Source: an optimization exercise on an open RTL-to-GDS flow (aim: small area, a short achievable clock period and few clock cycles). Production flows keep margins and buffers that such runs may drop. RTL that was checked went through simulation tests only; none was proved equivalent to the original.

==> flow/design.v (excerpt) <==
module multiplicacao_matrizes_seq #(
  parameter int DATA_W = multiplicacao_pkg::DATA_W_DEF,
  parameter int MAX_N  = multiplicacao_pkg::MAX_N_DEF,
  parameter int SIZE_W = $clog2(MAX_N - 1),
  parameter int ACC_W  = 18
) (
  input  logic                            clk,
  input  logic                            rst_n,
  input  logic                            start,
  input  logic                            sat_en,
  input  logic [SIZE_W-1:0]               matrix_size,
  input  logic [MAX_N*MAX_N*DATA_W-1:0]   A,
  input  logic [MAX_N*MAX_N*DATA_W-1:0]   B,
  output logic                            busy,
  output logic                            done,
  output logic [MAX_N*MAX_N*DATA_W-1:0]   C,
  output logic                            overflow_flag
);
  localparam int CNT_W = 3;
  logic             run_q;      
  logic             done_q;     
  logic             first_q;    
  logic [CNT_W-1:0] cnt_q;
  logic             sat_q;
  logic [MAX_N-1:0] vld_q;      
  logic [DATA_W-1:0] a_q [MAX_N][MAX_N];
  logic [DATA_W-1:0] b_q [MAX_N][MAX_N];
  ...
==> flow/config.mk <==
export PLATFORM = sky130hd
export DESIGN_NAME = multiplicacao_matrizes_seq
export DESIGN_NICKNAME = multiplicacao_matrizes_seq
export VERILOG_FILES = /design/flow/design.v
export SDC_FILE = /design/flow/constraint.sdc
export NUM_CORES = 4
export LEC_CHECK = 0
export CAP_MARGIN = 20
export CORE_MARGIN = 2
export CORE_UTILIZATION = 40
export SLEW_MARGIN = 20
==> flow/constraint.sdc <==
create_clock -name core_clock -period 11.0 [get_ports {clk}]
set_input_delay 2.2000 -clock core_clock [delete_from_list [all_inputs] [get_ports {clk}]]
set_output_delay 2.2000 -clock core_clock [all_outputs]
set_load 0.01 [all_outputs]
standard.sh (not shown) runs the stock make flow with config.mk's settings and CLKGATE_MAP_FILE= SYNTH_SCRIPT=/design/flow/synth_recipe.tcl, a recipe that flattens the netlist after the stock synthesis.
==> flow/flow/run.sh <==
#!/bin/bash
# The standard layout (the standard.sh, unchanged synthesis), with extra
# ORFS settings from flow/knobs.txt (one VAR=value per line): a larger
# setup margin for timing repair and a plain buffer for the port buffers.
# The constraints, clock period and checks are unchanged.
set -euo pipefail
mapfile -t KNOBS < <(grep -v '^#' flow/knobs.txt | sed '/^$/d')
bash standard.sh "${KNOBS[@]}" finish > standard_flow.log 2>&1
==> flow/flow/knobs.txt <==
SETUP_SLACK_MARGIN=5.5
BUFFER_PORTS_ARGS=-buffer_cell sky130_fd_sc_hd__buf_1
The first run completed without violations.
Testbench counts at the start, summed over its fixed seeds: cycles 1,734.
Change:
==> flow/flow/run.sh (replaced) <==
#!/bin/bash
set -euo pipefail
MARGIN=$(cat flow/margin.txt)
bash standard.sh SETUP_SLACK_MARGIN=$MARGIN finish > standard_flow.log 2>&1
==> flow/flow/margin.txt (new file) <==
7
removed: flow/flow/knobs.txt
After rerunning: Design area rose by 25%; cell count came out higher by about 8%; setup slack improves by 0.22 ns; register-to-register slack gains 0.31 ns.
Change:
==> flow/flow/run.sh (replaced) <==
#!/bin/bash
# The standard layout (the standard.sh, unchanged synthesis), with extra
# ORFS settings from flow/knobs.txt (one VAR=value per line): a larger
# setup margin for timing repair and a plain buffer for the port buffers.
# The constraints, clock period and checks are unchanged.
set -euo pipefail
mapfile -t KNOBS < <(grep -v '^#' flow/knobs.txt | sed '/^$/d')
bash standard.sh "${KNOBS[@]}" finish > standard_flow.log 2>&1
==> flow/flow/knobs.txt (new file) <==
SETUP_SLACK_MARGIN=5.5
BUFFER_PORTS_ARGS=-buffer_cell sky130_fd_sc_hd__buf_1
- CTS_CLUSTER_DIAMETER: default -> 100
- CTS_CLUSTER_SIZE: default -> 30
removed: flow/flow/margin.txt
Fmax drops by 2.5%. Die area is unchanged. Design area drops by 22%. Flip-flop and latch count is unchanged.

* * *

multiplicacao_matrizes_seq, a different RTL version from the one above (not shown whole).
Size: ~9400 cells after synthesis, about 610 I/O pins, roughly 0.088 mm² of cells after synthesis.
Settings: LEC_CHECK=0, CAP_MARGIN=20, CORE_MARGIN=2, CORE_UTILIZATION=40, SETUP_SLACK_MARGIN=5, SLEW_MARGIN=20; clock period 11.0 ns.
run.sh (not shown) runs the stock make flow with config.mk's settings and CLKGATE_MAP_FILE= SYNTH_SCRIPT=/design/flow/synth_recipe.tcl, a recipe that flattens the netlist after the stock synthesis.
Stock flow here: none of the scripts above is used.
Edit:
==> flow/flow/run.sh (new file) <==
#!/bin/bash
# The standard layout (the standard.sh, unchanged synthesis), with extra
# ORFS settings from flow/knobs.txt (one VAR=value per line): a larger
# setup margin for timing repair and a plain buffer for the port buffers.
# The constraints, clock period and checks are unchanged.
set -euo pipefail
mapfile -t KNOBS < <(grep -v '^#' flow/knobs.txt | sed '/^$/d')
bash standard.sh "${KNOBS[@]}" finish > standard_flow.log 2>&1
==> flow/flow/knobs.txt (new file) <==
SETUP_SLACK_MARGIN=6.5
BUFFER_PORTS_ARGS=-buffer_cell sky130_fd_sc_hd__buf_2
==> flow/standard.sh (new file) <==
#!/bin/bash
# synth_recipe.tcl (not shown) runs the flow's synth.tcl, then flattens the netlist and writes it again
# the make line also repeats each setting of config.mk as NAME=value (left out here)
make -C /OpenROAD-flow-scripts/flow DESIGN_CONFIG=/design/flow/config.mk WORK_HOME=/design/flow/orfs CLKGATE_MAP_FILE= SYNTH_SCRIPT=/design/flow/synth_recipe.tcl "${@:-finish}"
Settings changed: SETUP_SLACK_MARGIN 5 to default.
removed: flow/run.sh
The new run completed with no timing, DRC or antenna violations.
Count of clock-buffer cells in the layout rose by 1.
Global-route usage rises by 1.9 points.
Wire length rises by 10%.
Worst setup slack got worse by 0.047 ns.
Synthesized cell count is unchanged.
Register-to-register slack gets better by 0.60 ns.
No functional check of the RTL was part of any run of this note.

-- static timing again, ports no longer ideal --
The results above use ideal ports. As a check the final layouts listed here were re-extracted and re-timed, cells and wires unchanged.
Step 1 sets driving cells, clkbuf_16 on the clock port and buf_2 on the other inputs (assumed; they add their load-dependent delay and slew).
Step 2 times the ports against the registers' clock, not the clock port: input delays grow and output delays shrink by t, the midpoint of the rising clock arrivals with the driver on.
Slacks: ideal ports / drivers / drivers and shift; pairs: ideal ports / drivers.
run	shift t [ns]	slack for setup (ns)	worst setup path at the end	latest minus earliest clock arrival (ns)	worst data-port slew with drivers (ns)
the first run of note 1	0.852	5.422 / 5.336 / 5.741	register to register	0.052 / 0.052	0.12
the second run of note 1	0.869	5.642 / 5.549 / 6.050	register to register	0.057 / 0.057	0.14
the third run of note 1	0.823	5.503 / 5.411 / 5.743	register to register	0.043 / 0.044	0.12
the first run of note 2	0.841	5.023 / 4.940 / 5.467	register to register	0.094 / 0.095	0.15
the second run of note 2	0.868	4.976 / 4.876 / 5.744	register to output	0.056 / 0.056	0.15
After both steps setup and hold are still met in every run listed.
